This is an optimization exercise on Yosys and OpenROAD, whose aim is small area, a short achievable clock period and few clock cycles per item, not a production implementation. Where RTL was checked, it was by simulation tests only, not by an equivalence proof against the original.

==> run F <==
==> flow/design.v (excerpt) <==
module mult_top #(
    parameter int OUT_DEPTH   = 4,
    parameter int OUT_CREDITS = 2
) (
    input  logic            clk,
    input  logic            arst_n,
    input  logic            op_valid,
    input  logic [63:0]     op,
    output logic            op_ready,
    output logic            res_valid,
    output logic [63:0]     res,
    input  logic            res_credit
);
make LEC_CHECK=0 ABC_AREA=1 CAP_MARGIN=20 CORE_MARGIN=2 CORE_UTILIZATION=55 GPL_TIMING_DRIVEN=0 SETUP_SLACK_MARGIN=0.2 SLEW_MARGIN=20 finish   # period 4.0 ns
run.sh (not shown) runs the stock make flow with config.mk's settings and CLKGATE_MAP_FILE= SYNTH_SCRIPT=/design/flow/synth_recipe.tcl, a recipe that flattens the netlist after the stock synthesis.
==> run B: changes against run F <==
Settings changed: SETUP_SLACK_MARGIN 0.2 to not set.
==> run A: changes against run F <==
==> flow/flow/run.sh (new file) <==
#!/bin/bash
# The standard layout, with two changes to how the netlist is buffered:
# the buffers that synthesis (abc) put in are taken out at floorplan, so the
# placer's repair builds the fanout trees, and the port buffers are buf_4
# cells rather than the delay cells buffer_ports picks by default. Every port
# still gets its own buffer. The full make output goes to standard.log; each
# ORFS step also keeps its own log under orfs/logs.
set -euo pipefail
export REMOVE_ABC_BUFFERS=1
export BUFFER_PORTS_ARGS="-buffer_cell sky130_fd_sc_hd__buf_4"
bash standard.sh finish > standard.log 2>&1
==> flow/standard.sh (new file) <==
#!/bin/bash
# synth_recipe.tcl (not shown) runs the flow's synth.tcl, then flattens the netlist and writes it again
# the make line also repeats each setting of config.mk as NAME=value (left out here)
make -C /OpenROAD-flow-scripts/flow DESIGN_CONFIG=/design/flow/config.mk WORK_HOME=/design/flow/orfs CLKGATE_MAP_FILE= SYNTH_SCRIPT=/design/flow/synth_recipe.tcl "${@:-finish}"
Settings changed: SETUP_SLACK_MARGIN 0.2 to 0.4.
removed: flow/run.sh
==> comparison table <==
Sequential share of cell area: run A 0.174; run B 0.177; run F 0.175
Top metal layer carrying routed signals: run A met4; run B met5; run F met5
Proportion of cell area spent on the clock network: run A 0.0296; run B 0.0300; run F 0.0296
Shortest period the worst path allows: run A 3.59 ns; run B 4.11 ns; run F 3.90 ns
Non-clk buf share: run A 0.0905; run B 0.0848; run F 0.0930
Setup slack of the most critical reg-to-reg path: run A 0.49 ns; run B 0.19 ns; run F 0.30 ns
Number of cells traversed by the worst hold path: run A 1; run B 1; run F -
Area Growth Syn to Fin: run A 14.9%; run B 13.0%; run F 14.4%
Pre-CTS worst setup slack: run A -1.26 ns; run B -1.33 ns; run F -1.33 ns
Result of the run: run A finished clean; run B complete, but fails checks; run F finished clean
Violated checks: run A -; run B setup timing; run F -
Final cell count without fillers: run A 4879; run B 5031; run F 5054
Stages on worst setup path: run A 12; run B 9; run F 11
Count of non-CTS inverters in the layout: run A 936; run B 935; run F 935
Slew at the pin closest to its max-slew limit: run A 0.821 ns; run B 1.31 ns; run F 1.18 ns
Worst hold slack: run A 0.433 ns; run B 0.424 ns; run F 0.439 ns
Testbench counts of run F, summed over its fixed seeds: cycles 3,216, items 3,200.
Testbench counts of run B, summed over its fixed seeds: cycles 3,216, items 3,200.
Testbench counts of run A, summed over its fixed seeds: cycles 3,216, items 3,200.

========
==> inputs of job 9840 <==
Another version of the RTL of mult_top (not shown whole).
export LEC_CHECK = 0
export ABC_AREA = 1
export CAP_MARGIN = 20
export CORE_MARGIN = 2
export CORE_UTILIZATION = 55
export GPL_TIMING_DRIVEN = 0
export SLEW_MARGIN = 20
create_clock -name core_clock -period 4.0 [get_ports {clk}]
Stock flow here: none of the scripts above is used.
==> job 3889 (differences from job 9840) <==
- SETUP_SLACK_MARGIN: unset -> 0.2
==> comparison table <==
	job 3889	job 9840
GR met1 Demand/Resource	57.7%	56.6%
DP HPWL	113 mm	112 mm
Proportion of layout cells with a drive suffix above 1	18.7%	13.1%
Number of iterations in the first detailed-routing pass	12	9
Worst path setup slack after routing	0.124 ns	-0.0713 ns
Length of routed wiring on met1	51.7 mm	50.3 mm
Outcome	finished clean	finished with violations
Layout check failures	-	setup timing
Critical path origin	op[0]	op[38]
Number of global-route vias before repair	31271	30682
Vias	31616	30513
Flop2flop setup slack	0.99 ns	0.96 ns
DP Area	0.0345 mm²	0.0343 mm²
GR Util All Layers	50.6%	48.7%
Routed length per instance	31.4 µm	30.7 µm
Met2 layer wire length in the routed design	60.1 mm	59.6 mm
Function was not checked in any run of this note: the RTL went through the layout flow alone.

========
==> inputs of fjord <==
Another version of the RTL of mult_top (not shown whole).
==> module mult_drain, before the edit <==
module mult_drain #(
    parameter int ROWS = 4
) (
    input  logic               clk,
    input  logic [ROWS*64-1:0] rows_d,
    input  logic               res_load,
    output logic [63:0]        res
);
    localparam int N = 64;
    localparam int LG = 6;
    logic [ROWS*64-1:0] rows;
    logic [N-1:0]       x;
    logic [N-1:0]       y;
    logic [N-1:0]       sum;
    always_ff @(posedge clk) begin
        rows <= rows_d;
    end
    mult_tree_post u_post (
        .rows (rows),
        .x    (x),
        .y    (y)
    );
    logic [N-1:0] g [LG+1];
    logic [N-1:0] p [LG+1];
    assign g[0] = x & y;
    assign p[0] = x ^ y;
    for (genvar l = 0; l < LG; l++) begin : g_level
        for (genvar i = 0; i < N; i++) begin : g_bit
            if ((i >> l) % 2 == 1) begin : g_join
                localparam int J = ((i >> l) << l) - 1;
                assign g[l+1][i] = g[l][i] | (p[l][i] & g[l][J]);
                assign p[l+1][i] = p[l][i] & p[l][J];
            end else begin : g_pass
                assign g[l+1][i] = g[l][i];
                assign p[l+1][i] = p[l][i];
            end
        end
    end
    assign sum = p[0] ^ {g[LG][N-2:0], 1'b0};
    always_ff @(posedge clk) begin
        if (res_load) begin
            res <= sum;
        end
    end
endmodule
==> flow/config.mk <==
export PLATFORM = sky130hd
export DESIGN_NAME = mult_top
export DESIGN_NICKNAME = mult_top
export VERILOG_FILES = /design/flow/design.v
export SDC_FILE = /design/flow/constraint.sdc
export NUM_CORES = 4
export LEC_CHECK = 0
export ABC_AREA = 1
export CAP_MARGIN = 20
export CORE_MARGIN = 2
export CORE_UTILIZATION = 55
export GPL_TIMING_DRIVEN = 0
export SETUP_SLACK_MARGIN = 0.45
export SLEW_MARGIN = 20
==> flow/constraint.sdc <==
create_clock -name core_clock -period 4.0 [get_ports {clk}]
set_input_delay 0.8000 -clock core_clock [delete_from_list [all_inputs] [get_ports {clk}]]
set_output_delay 0.8000 -clock core_clock [all_outputs]
set_load 0.01 [all_outputs]
standard.sh (not shown) runs the stock make flow with config.mk's settings and CLKGATE_MAP_FILE= SYNTH_SCRIPT=/design/flow/synth_recipe.tcl, a recipe that flattens the netlist after the stock synthesis.
==> flow/flow/run.sh <==
#!/bin/bash
# The standard layout with three changes to the netlist it lays out:
#  1. after the standard synthesis, flow/polarity.py removes the inverters
#     that synthesis left around full-adder cells (a full adder is self-dual,
#     so flipping its polarity changes no function); registers are untouched.
#  2. the buffers that synthesis (abc) put in are taken out at floorplan, so
#     the placer's repair builds the fanout trees.
#  3. the port buffers are buf_2 cells rather than the delay cells
#     buffer_ports picks by default. Every port still gets its own buffer.
# Each step writes its full output to a log of its own here (synth.log,
# polarity.log, standard.log); each ORFS step also keeps its log under
# orfs/logs.
set -euo pipefail
export REMOVE_ABC_BUFFERS=1
export BUFFER_PORTS_ARGS="-buffer_cell sky130_fd_sc_hd__buf_2"
bash standard.sh synth > synth.log 2>&1
R=orfs/results/${FLOW_PLATFORM}/mult_top/base
python3 flow/polarity.py $R/1_2_yosys.v $R/1_2_yosys_pol.v > polarity.log 2>&1
cp $R/1_2_yosys.v $R/1_2_yosys_std.v
cp $R/1_2_yosys_pol.v $R/1_2_yosys.v
rm -f $R/1_synth.odb $R/1_synth.sdc
bash standard.sh finish > standard.log 2>&1
Other scripts of this flow, unchanged in this note and not shown: flow/flow/polarity.py
==> yarrow: changes against fjord <==
--- a/flow/config.mk
+++ b/flow/config.mk
@@ -9,6 +9,7 @@
 export CAP_MARGIN = 20
 export CORE_MARGIN = 2
-export CORE_UTILIZATION = 55
+export CORE_UTILIZATION = 65
 export GPL_TIMING_DRIVEN = 0
-export SETUP_SLACK_MARGIN = 0.45
+export PLACE_DENSITY = 0.72
+export SETUP_SLACK_MARGIN = 0.5
 export SLEW_MARGIN = 20
==> tundra: changes against fjord <==
--- a/flow/design.v
+++ b/flow/design.v
@@ -1841,10 +1841,7 @@
     output logic [63:0]        res
 );
-    localparam int N = 64;
-    localparam int LG = 6;
     logic [ROWS*64-1:0] rows;
-    logic [N-1:0]       x;
-    logic [N-1:0]       y;
-    logic [N-1:0]       sum;
+    logic [63:0]        x;
+    logic [63:0]        y;
     always_ff @(posedge clk) begin
         rows <= rows_d;
@@ -1855,24 +1852,7 @@
         .y    (y)
     );
-    logic [N-1:0] g [LG+1];
-    logic [N-1:0] p [LG+1];
-    assign g[0] = x & y;
-    assign p[0] = x ^ y;
-    for (genvar l = 0; l < LG; l++) begin : g_level
-        for (genvar i = 0; i < N; i++) begin : g_bit
-            if ((i >> l) % 2 == 1) begin : g_join
-                localparam int J = ((i >> l) << l) - 1;
-                assign g[l+1][i] = g[l][i] | (p[l][i] & g[l][J]);
-                assign p[l+1][i] = p[l][i] & p[l][J];
-            end else begin : g_pass
-                assign g[l+1][i] = g[l][i];
-                assign p[l+1][i] = p[l][i];
-            end
-        end
-    end
-    assign sum = p[0] ^ {g[LG][N-2:0], 1'b0};
     always_ff @(posedge clk) begin
         if (res_load) begin
-            res <= sum;
+            res <= x + y;
         end
     end
--- a/flow/flow/run.sh
+++ b/flow/flow/run.sh
@@ -6,5 +6,5 @@
 #  2. the buffers that synthesis (abc) put in are taken out at floorplan, so
 #     the placer's repair builds the fanout trees.
-#  3. the port buffers are buf_2 cells rather than the delay cells
+#  3. the port buffers are buf_4 cells rather than the delay cells
 #     buffer_ports picks by default. Every port still gets its own buffer.
 # Each step writes its full output to a log of its own here (synth.log,
@@ -13,5 +13,5 @@
 set -euo pipefail
 export REMOVE_ABC_BUFFERS=1
-export BUFFER_PORTS_ARGS="-buffer_cell sky130_fd_sc_hd__buf_2"
+export BUFFER_PORTS_ARGS="-buffer_cell sky130_fd_sc_hd__buf_4"
 bash standard.sh synth > synth.log 2>&1
 R=orfs/results/${FLOW_PLATFORM}/mult_top/base
--- a/flow/config.mk
+++ b/flow/config.mk
@@ -11,4 +11,4 @@
 export CORE_UTILIZATION = 55
 export GPL_TIMING_DRIVEN = 0
-export SETUP_SLACK_MARGIN = 0.45
+export SETUP_SLACK_MARGIN = 0.4
 export SLEW_MARGIN = 20
==> qor summary <==
Result of the run: yarrow finished clean; fjord finished clean; tundra finished clean
Post-route clock skew: yarrow 0.0232 ns; fjord 0.0452 ns; tundra 0.0418 ns
Post-synthesis cell area: yarrow 29600 µm²; fjord 29600 µm²; tundra 31800 µm²
Row cnt: yarrow 78; fjord 85; tundra 88
Sequential share of cell area: yarrow 19.9%; fjord 19.8%; tundra 18.4%
Post-CTS setup repair buffer count: yarrow 35; fjord 29; tundra 43
Clk_buf instances: yarrow 48; fjord 53; tundra 47
Core Util, Final: yarrow 74.4%; fjord 62.9%; tundra 63.2%
Inserted Diodes: yarrow 1; fjord 0; tundra 0
Number of antenna violations at the first check in global routing: yarrow 4; fjord 1; tundra 1
Count of multi-input combinational gates: yarrow 2192; fjord 2190; tundra 2563
Testbench counts of fjord, summed over its fixed seeds: cycles 3,216, items 3,200.
Testbench counts of yarrow, summed over its fixed seeds: cycles 3,216, items 3,200.
Testbench counts of tundra, summed over its fixed seeds: cycles 3,216, items 3,200.

========
==> inputs of juniper <==
Starting RTL as in the previous note.
Settings: LEC_CHECK=0, ABC_AREA=1, CAP_MARGIN=20, CORE_MARGIN=2, CORE_UTILIZATION=55, GPL_TIMING_DRIVEN=0, SETUP_SLACK_MARGIN=0.5, SLEW_MARGIN=20; clock period 4.0 ns.
==> flow/flow/run.sh <==
#!/bin/bash
# The standard layout with three changes to the netlist it lays out:
#  1. after the standard synthesis, flow/polarity.py removes the inverters
#     that synthesis left around full-adder cells (a full adder is self-dual,
#     so flipping its polarity changes no function); registers are untouched.
#  2. the buffers that synthesis (abc) put in are taken out at floorplan, so
#     the placer's repair builds the fanout trees.
#  3. the port buffers are buf_4 cells rather than the delay cells
#     buffer_ports picks by default. Every port still gets its own buffer.
# Each step writes its full output to a log of its own here (synth.log,
# polarity.log, standard.log); each ORFS step also keeps its log under
# orfs/logs.
set -euo pipefail
export REMOVE_ABC_BUFFERS=1
export BUFFER_PORTS_ARGS="-buffer_cell sky130_fd_sc_hd__buf_4"
bash standard.sh synth > synth.log 2>&1
R=orfs/results/${FLOW_PLATFORM}/mult_top/base
python3 flow/polarity.py $R/1_2_yosys.v $R/1_2_yosys_pol.v > polarity.log 2>&1
cp $R/1_2_yosys.v $R/1_2_yosys_std.v
cp $R/1_2_yosys_pol.v $R/1_2_yosys.v
rm -f $R/1_synth.odb $R/1_synth.sdc
bash standard.sh finish > standard.log 2>&1
Other scripts of this flow, unchanged in this note and not shown: flow/flow/polarity.py
==> inputs of pepper, as changes to juniper <==
--- a/flow/design.v
+++ b/flow/design.v
@@ -1841,10 +1841,7 @@
     output logic [63:0]        res
 );
-    localparam int N = 64;
-    localparam int LG = 6;
     logic [ROWS*64-1:0] rows;
-    logic [N-1:0]       x;
-    logic [N-1:0]       y;
-    logic [N-1:0]       sum;
+    logic [63:0]        x;
+    logic [63:0]        y;
     always_ff @(posedge clk) begin
         rows <= rows_d;
@@ -1855,24 +1852,7 @@
         .y    (y)
     );
-    logic [N-1:0] g [LG+1];
-    logic [N-1:0] p [LG+1];
-    assign g[0] = x & y;
-    assign p[0] = x ^ y;
-    for (genvar l = 0; l < LG; l++) begin : g_level
-        for (genvar i = 0; i < N; i++) begin : g_bit
-            if ((i >> l) % 2 == 1) begin : g_join
-                localparam int J = ((i >> l) << l) - 1;
-                assign g[l+1][i] = g[l][i] | (p[l][i] & g[l][J]);
-                assign p[l+1][i] = p[l][i] & p[l][J];
-            end else begin : g_pass
-                assign g[l+1][i] = g[l][i];
-                assign p[l+1][i] = p[l][i];
-            end
-        end
-    end
-    assign sum = p[0] ^ {g[LG][N-2:0], 1'b0};
     always_ff @(posedge clk) begin
         if (res_load) begin
-            res <= sum;
+            res <= x + y;
         end
     end
- SETUP_SLACK_MARGIN: 0.5 -> 0.2
==> inputs of indigo, as changes to juniper <==
- CORE_UTILIZATION: 55 -> 65
- PLACE_DENSITY: not set -> 0.72
==> comparison table <==
| metric | juniper | indigo | pepper |
|---|---|---|---|
| Total via count after detailed routing | 24.3k | 25.4k | 27.5k |
| Count of non-CTS inverters in the layout | 329 | 330 | 525 |
| Run status | timing/DRC/antenna clean | timing/DRC/antenna clean | timing/DRC/antenna clean |
| Number of nets in the finished design | 3692 | 3694 | 4259 |
| Detail Route met3 WL | 12400 um | 15800 um | 14600 um |
| Depth of the worst register-to-register path | 14 | 14 | 12 |
| Post-cts repair resize count | 137 | 124 | 31 |
| Average size of a mapped cell | 9.66 um2 | 9.66 um2 | 8.75 um2 |
| Proportion of cell area occupied by multi-input gates | 0.620 | 0.626 | 0.622 |
| Final min period | 3.52 ns | 3.53 ns | 3.78 ns |
| Multi-Input Combinational | 2189 | 2191 | 2562 |
| Register fraction of the total cell area | 0.196 | 0.197 | 0.187 |
| Sum of met2 wire segment lengths after detailed routing | 45800 um | 43400 um | 50800 um |
| Detailed-route wire length per cell | 26.8 um | 27.2 um | 26.4 um |
| Total placed instance area | 31500 um2 | 31000 um2 | 34100 um2 |
| Most common library cell in the layout ignoring fill and taps | sky130_fd_sc_hd__xor2_1 | sky130_fd_sc_hd__xor2_1 | sky130_fd_sc_hd__nand2_1 |
| FILL cells | 4362 | 2996 | 4999 |
| Clock tree cell share of total cell area | 0.0370 | 0.0358 | 0.0326 |
| Logic depth of the worst setup path including buffers | 11 | 13 | 13 |
Testbench counts of juniper, summed over its fixed seeds: cycles 3,216, items 3,200.
Testbench counts of pepper, summed over its fixed seeds: cycles 3,216, items 3,200.
Testbench counts of indigo, summed over its fixed seeds: cycles 3,216, items 3,200.

==> static timing again, ports no longer ideal <==
Ports are ideal in the flow. The routed layouts listed here were re-timed in OpenROAD. Step 1 assumes that a clkbuf_16 drives the clock port and a buf_2 every other input. Step 2 adds t to the input delays and takes it off the output delays; t is the mean of the earliest and latest rising clock arrival at the registers after step 1. Input paths then give back, and output paths get back, about the clock's delay inside the block. Three values: ideal, step 1, step 2; two values: the first two.
| run | shift t [ns] | setup slack, ns | hold WS [ns] | latest minus earliest clock arrival (ns) | cell pins on the clock port's net |
|---|---|---|---|---|---|
| run F | 0.641 | 0.095 / 0.139 / -0.501 | 0.439 / 0.397 / 0.526 | 0.031 / 0.031 | 1 |
| run B | 0.646 | -0.114 / -0.066 / -0.712 | 0.424 / 0.375 / 0.524 | 0.035 / 0.036 | 1 |
| run A | 0.626 | 0.408 / 0.311 / -0.315 | 0.433 / 0.444 / 0.535 | 0.028 / 0.028 | 1 |
| job 9840 | 0.657 | -0.071 / -0.031 / -0.688 | 0.399 / 0.363 / 0.528 | 0.021 / 0.021 | 1 |
| job 3889 | 0.655 | 0.124 / 0.165 / -0.489 | 0.379 / 0.335 / 0.552 | 0.031 / 0.031 | 1 |
| fjord | 0.625 | 0.468 / 0.344 / -0.281 | 0.050 / 0.006 / 0.533 | 0.045 / 0.045 | 1 |
| yarrow | 0.625 | 0.499 / 0.412 / -0.213 | 0.036 / -0.005 / 0.516 | 0.023 / 0.024 | 1 |
| tundra | 0.639 | 0.417 / 0.381 / -0.258 | 0.035 / -0.009 / 0.525 | 0.043 / 0.043 | 1 |
| juniper | 0.617 | 0.483 / 0.407 / -0.209 | 0.042 / 0.004 / 0.524 | 0.029 / 0.029 | 1 |
| pepper | 0.637 | 0.218 / 0.251 / -0.385 | 0.036 / -0.008 / 0.525 | 0.042 / 0.043 | 1 |
| indigo | 0.622 | 0.472 / 0.323 / -0.299 | 0.036 / 0.000 / 0.532 | 0.037 / 0.038 | 1 |
With both steps, setup timing fails in 9 of these runs, where it was met with ideal ports. The setup slack of indigo, which loses most, moves by -0.149 ns with the drivers and by -0.771 ns with both steps.
